What follows belongs to an exercise in optimizing a design on an open flow for small area and a short achievable clock period; a production flow would make more cautious choices. Where RTL was checked, it was by simulation tests only, not by an equivalence proof against the original. No activity file was given, so power comes from the tool's default toggle rates.

==> flow/design.v <==
module cpu_bus_tracer #(
  parameter int unsigned ADDR_W    = 16,
  parameter int unsigned DATA_W    = 8,
  parameter int unsigned DEPTH     = 64,
  parameter int unsigned POST_TRIG = 16,
  parameter int unsigned WDOG_W    = 20
) (
  input  logic                       clk_i,
  input  logic                       rst_i,
  input  logic [ADDR_W-1:0]          bus_a_i,
  input  logic [DATA_W-1:0]          bus_din_i,
  input  logic [DATA_W-1:0]          bus_dout_i,
  input  logic                       bus_rd_i,
  input  logic                       bus_wr_i,
  input  logic                       bus_done_i,
  input  logic                       bus_fault_i,
  input  logic                       tr_ready_i,
  output logic                       tr_valid_o,
  output logic [ADDR_W+DATA_W:0]     tr_data_o,
  input  logic                       arm_i,
  input  logic [ADDR_W-1:0]          trig_addr_i,
  input  logic [ADDR_W-1:0]          trig_mask_i,
  input  logic [WDOG_W-1:0]          wdog_limit_i,
  output logic [1:0]                 state_o,
  output logic [2:0]                 cause_o,
  output logic [$clog2(DEPTH+1)-1:0] count_o,
  output logic                       wrapped_o
);
  localparam int unsigned PtrW = $clog2(DEPTH);
  localparam int unsigned CntW = $clog2(DEPTH + 1);
  localparam int unsigned EntW = 1 + ADDR_W + DATA_W;
  localparam logic [2:0] CauseNone  = 3'd0;
  localparam logic [2:0] CauseAddr  = 3'd1;
  localparam logic [2:0] CauseFault = 3'd2;
  localparam logic [2:0] CauseWdog  = 3'd3;
  localparam logic [2:0] CauseDone  = 3'd4;
  localparam logic [1:0] StIdle    = 2'd0;
  localparam logic [1:0] StArmed   = 2'd1;
  localparam logic [1:0] StPost    = 2'd2;
  localparam logic [1:0] StStopped = 2'd3;
  logic [1:0]          state_q, state_d;
  logic [2:0]          cause_q, cause_d;
  logic [CntW-1:0]     count_q, count_d;
  logic                wrapped_q, wrapped_d;
  logic [PtrW-1:0]     post_q, post_d;
  logic [WDOG_W-1:0]   wdog1_q, wdog1_d;   
  logic                rd_prev_q, wr_prev_q, fault_prev_q;
  logic                rd_pend_q, skid_vld_q;
  logic [ADDR_W-1:0]   addr_q;
  logic [DATA_W-1:0]   dout_q;
  logic                valid_q, valid_d;
  logic [EntW-1:0]     out_q, out_d;
  logic [EntW-1:0]     mem_q [0:DEPTH-1];
  logic                wr_edge, rd_edge_raw, rd_edge, any_edge, fault_edge;
  logic                capturing, stopped, cap_ok, commit, addr_match, pop, wdog_hit;
  logic                full, empty;
  logic [EntW-1:0]     commit_entry, rd_mem, oldest;
  logic [PtrW-1:0]     idx_q, idx_d;
  assign wr_edge     = bus_wr_i & ~wr_prev_q;
  assign rd_edge_raw = bus_rd_i & ~rd_prev_q;
  assign rd_edge     = rd_edge_raw & ~wr_edge;
  assign any_edge    = wr_edge | rd_edge_raw;
  assign fault_edge  = bus_fault_i & ~fault_prev_q;
  assign capturing   = state_q[0] ^ state_q[1];
  assign stopped     = state_q[0] & state_q[1];
  assign cap_ok      = capturing & ~arm_i;
  assign full        = (count_q == CntW'(DEPTH));
  assign empty       = (count_q == '0);
  assign commit      = cap_ok & (rd_pend_q | skid_vld_q | wr_edge);
  always_comb begin
    if (rd_pend_q)       commit_entry = {1'b0, addr_q, bus_din_i};
    else if (skid_vld_q) commit_entry = {1'b1, addr_q, dout_q};
    else                 commit_entry = {1'b1, bus_a_i, bus_dout_i};
  end
  logic match_q, match_in;
  assign match_q     = (((addr_q ^ trig_addr_i) & trig_mask_i) == '0);
  assign match_in    = (((bus_a_i ^ trig_addr_i) & trig_mask_i) == '0);
  assign addr_match  = (trig_mask_i != '0) && ((rd_pend_q | skid_vld_q) ? match_q : match_in);
  assign pop         = valid_q & tr_ready_i;
  always_comb begin
    rd_mem = '0;
    for (int i = 0; i < DEPTH; i++) begin
      if (idx_q == PtrW'(i)) rd_mem = rd_mem | mem_q[i];
    end
  end
  always_comb begin
    if (stopped)                oldest = rd_mem;
    else if (empty)             oldest = commit_entry;
    else if (full && commit)    oldest = mem_q[DEPTH-2];
    else                        oldest = rd_mem;
  end
  always_comb begin
    count_d   = count_q;
    wrapped_d = wrapped_q;
    if (arm_i) begin
      count_d   = '0;
      wrapped_d = 1'b0;
    end else if (commit) begin
      if (full) wrapped_d = 1'b1;
      else      count_d   = count_q + 1'b1;
    end else if (pop) begin
      count_d = count_q - 1'b1;
    end
  end
  always_comb begin
    state_d  = state_q;
    cause_d  = cause_q;
    post_d   = post_q;
    wdog1_d  = wdog1_q;
    wdog_hit = 1'b0;
    if (arm_i) begin
      state_d = StArmed;
      cause_d = CauseNone;
      post_d  = '0;
      wdog1_d = WDOG_W'(1);
    end else if (capturing) begin
      wdog1_d  = any_edge ? WDOG_W'(1) : wdog1_q + 1'b1;
      wdog_hit = !any_edge && (wdog_limit_i != '0) && (wdog1_q == wdog_limit_i);
      if (bus_done_i) begin
        state_d = StStopped;
        cause_d = CauseDone;
      end else if (state_q == StArmed && (fault_edge || (commit && addr_match))) begin
        cause_d = fault_edge ? CauseFault : CauseAddr;
        post_d  = PtrW'(POST_TRIG);
        state_d = (POST_TRIG == 0) ? StStopped : StPost;
      end else if (state_q == StArmed && wdog_hit) begin
        state_d = StStopped;
        cause_d = CauseWdog;
      end else if (state_q == StPost && commit) begin
        post_d = post_q - 1'b1;
        if (post_q <= PtrW'(1)) begin
          state_d = StStopped;
        end
      end
    end
  end
  assign valid_d = (state_d == StStopped) && (count_d != '0);
  logic [PtrW-1:0] cnt_p0, cnt_m1, cnt_m2, cnt_m3;
  logic            stop_d;
  assign cnt_p0 = PtrW'(count_q);
  assign cnt_m1 = PtrW'(count_q - CntW'(1));
  assign cnt_m2 = PtrW'(count_q - CntW'(2));
  assign cnt_m3 = PtrW'(count_q - CntW'(3));
  assign stop_d = (state_d == StStopped);
  always_comb begin
    if (commit && !full) idx_d = stop_d ? cnt_m1 : cnt_p0;
    else if (pop)        idx_d = cnt_m3;
    else                 idx_d = stop_d ? cnt_m2 : cnt_m1;
  end
  always_comb begin
    if (!valid_d)               out_d = '0;
    else if (valid_q && !pop)   out_d = out_q;
    else                        out_d = oldest;
  end
  always_ff @(posedge clk_i) begin
    if (rst_i) begin
      state_q      <= StIdle;
      cause_q      <= CauseNone;
      count_q      <= '0;
      wrapped_q    <= 1'b0;
      post_q       <= '0;
      wdog1_q      <= WDOG_W'(1);
      rd_prev_q    <= 1'b0;
      wr_prev_q    <= 1'b0;
      fault_prev_q <= 1'b0;
      rd_pend_q    <= 1'b0;
      skid_vld_q   <= 1'b0;
      valid_q      <= 1'b0;
      out_q        <= '0;
    end else begin
      state_q      <= state_d;
      cause_q      <= cause_d;
      count_q      <= count_d;
      wrapped_q    <= wrapped_d;
      post_q       <= post_d;
      wdog1_q      <= wdog1_d;
      rd_prev_q    <= bus_rd_i;
      wr_prev_q    <= bus_wr_i;
      fault_prev_q <= bus_fault_i;
      rd_pend_q    <= cap_ok & rd_edge;
      skid_vld_q   <= cap_ok & wr_edge & rd_pend_q;
      valid_q      <= valid_d;
      out_q        <= out_d;
    end
    idx_q <= idx_d;
  end
  always_ff @(posedge clk_i) begin
    addr_q <= bus_a_i;
    dout_q <= bus_dout_i;
  end
  always_ff @(posedge clk_i) begin
    if (commit) begin
      mem_q[0] <= commit_entry;
      for (int i = 1; i < DEPTH; i++) mem_q[i] <= mem_q[i-1];
    end
  end
  assign tr_valid_o = valid_q;
  assign tr_data_o  = out_q;
  assign state_o    = state_q;
  assign cause_o    = cause_q;
  assign count_o    = count_q;
  assign wrapped_o  = wrapped_q;
endmodule
Settings: LEC_CHECK=0, CAP_MARGIN=20, CORE_MARGIN=2, CORE_UTILIZATION=55, CTS_CLUSTER_DIAMETER=70, CTS_CLUSTER_SIZE=24, SETUP_SLACK_MARGIN=3.3, SLEW_MARGIN=20; clock period 6.0 ns.
standard.sh (not shown) runs the stock make flow with config.mk's settings and CLKGATE_MAP_FILE= SYNTH_SCRIPT=/design/flow/synth_recipe.tcl, a recipe that flattens the netlist after the stock synthesis.
==> flow/flow/run.sh <==
#!/bin/bash
# The standard layout flow (standard.sh, unchanged synthesis), except that the port
# buffers are plain buf_4 cells instead of the default delay-buffer cell.
set -euo pipefail
export BUFFER_PORTS_ARGS="-buffer_cell sky130_fd_sc_hd__buf_4"
bash standard.sh finish > standard.log 2>&1
Edit:
--- a/flow/design.v
+++ b/flow/design.v
@@ -53,11 +53,11 @@
   logic [EntW-1:0]     mem_q [0:DEPTH-1];
   logic                wr_edge, rd_edge_raw, rd_edge, any_edge, fault_edge;
   logic                capturing, stopped, cap_ok, commit, addr_match, pop, wdog_hit;
   logic                full, empty;
   logic [EntW-1:0]     commit_entry, rd_mem, oldest;
-  logic [PtrW-1:0]     idx_q, idx_d;
+  logic [DEPTH-1:0]    sel_q, sel_d;   
   assign wr_edge     = bus_wr_i & ~wr_prev_q;
   assign rd_edge_raw = bus_rd_i & ~rd_prev_q;
   assign rd_edge     = rd_edge_raw & ~wr_edge;
   assign any_edge    = wr_edge | rd_edge_raw;
   assign fault_edge  = bus_fault_i & ~fault_prev_q;
@@ -78,11 +78,11 @@
   assign addr_match  = (trig_mask_i != '0) && ((rd_pend_q | skid_vld_q) ? match_q : match_in);
   assign pop         = valid_q & tr_ready_i;
   always_comb begin
     rd_mem = '0;
     for (int i = 0; i < DEPTH; i++) begin
-      if (idx_q == PtrW'(i)) rd_mem = rd_mem | mem_q[i];
+      if (sel_q[i]) rd_mem = rd_mem | mem_q[i];
     end
   end
   always_comb begin
     if (stopped)                oldest = rd_mem;
     else if (empty)             oldest = commit_entry;
@@ -133,21 +133,21 @@
         end
       end
     end
   end
   assign valid_d = (state_d == StStopped) && (count_d != '0);
-  logic [PtrW-1:0] cnt_p0, cnt_m1, cnt_m2, cnt_m3;
-  logic            stop_d;
-  assign cnt_p0 = PtrW'(count_q);
-  assign cnt_m1 = PtrW'(count_q - CntW'(1));
-  assign cnt_m2 = PtrW'(count_q - CntW'(2));
-  assign cnt_m3 = PtrW'(count_q - CntW'(3));
+  logic stop_d, up1, dn1;
   assign stop_d = (state_d == StStopped);
-  always_comb begin
-    if (commit && !full) idx_d = stop_d ? cnt_m1 : cnt_p0;
-    else if (pop)        idx_d = cnt_m3;
-    else                 idx_d = stop_d ? cnt_m2 : cnt_m1;
+  assign up1    = commit && !full && !stop_d;
+  assign dn1    = pop || (stop_d && !stopped && !(commit && !full));
+  always_comb begin
+    if (arm_i) begin
+      sel_d = '0;
+      sel_d[DEPTH-1] = 1'b1;
+    end else if (up1) sel_d = {sel_q[DEPTH-2:0], sel_q[DEPTH-1]};
+    else if (dn1)     sel_d = {sel_q[0], sel_q[DEPTH-1:1]};
+    else              sel_d = sel_q;
   end
   always_comb begin
     if (!valid_d)               out_d = '0;
     else if (valid_q && !pop)   out_d = out_q;
     else                        out_d = oldest;
@@ -180,11 +180,11 @@
       rd_pend_q    <= cap_ok & rd_edge;
       skid_vld_q   <= cap_ok & wr_edge & rd_pend_q;
       valid_q      <= valid_d;
       out_q        <= out_d;
     end
-    idx_q <= idx_d;
+    sel_q <= sel_d;
   end
   always_ff @(posedge clk_i) begin
     addr_q <= bus_a_i;
     dout_q <= bus_dout_i;
   end
Result: Power climbs by 7.3%; wire length climbs by 2.8%; synthesized area climbs by 2.8%; die area climbs by 2.8%; cell count drops by 2.5%; hold slack stays flat; worst setup slack degrades by 0.19 ns; final area climbs by 0.44%.
The RTL of the second run of this note was laid out without a check of its function.

[static timing again, ports no longer ideal]
No port has a modelled driver above. Below, the same layouts with a new extraction and two added sets of constraints. Step 1, drivers: a clkbuf_16 drives clk_i and a buf_2 each remaining input, both assumed. Step 2 times the ports against the registers' clock, not the clock port: input delays grow and output delays shrink by t, the midpoint of the rising clock arrivals with the driver on. Three values: ideal ports, drivers, drivers and shift; two values: the first two.
| run | t (ns) | setup slack, ns | slew at the worst register clock pin (ns) |
|---|---|---|---|
| the first run | 0.813 | 2.951 / 2.951 / 2.211 | 0.10 / 0.10 |
| the second run | 0.795 | 2.760 / 2.771 / 2.012 | 0.11 / 0.11 |
After both steps every run listed still meets setup and hold. For the second run, which loses most, drivers alone change the setup slack by +0.011 ns; drivers and shift together by -0.748 ns.
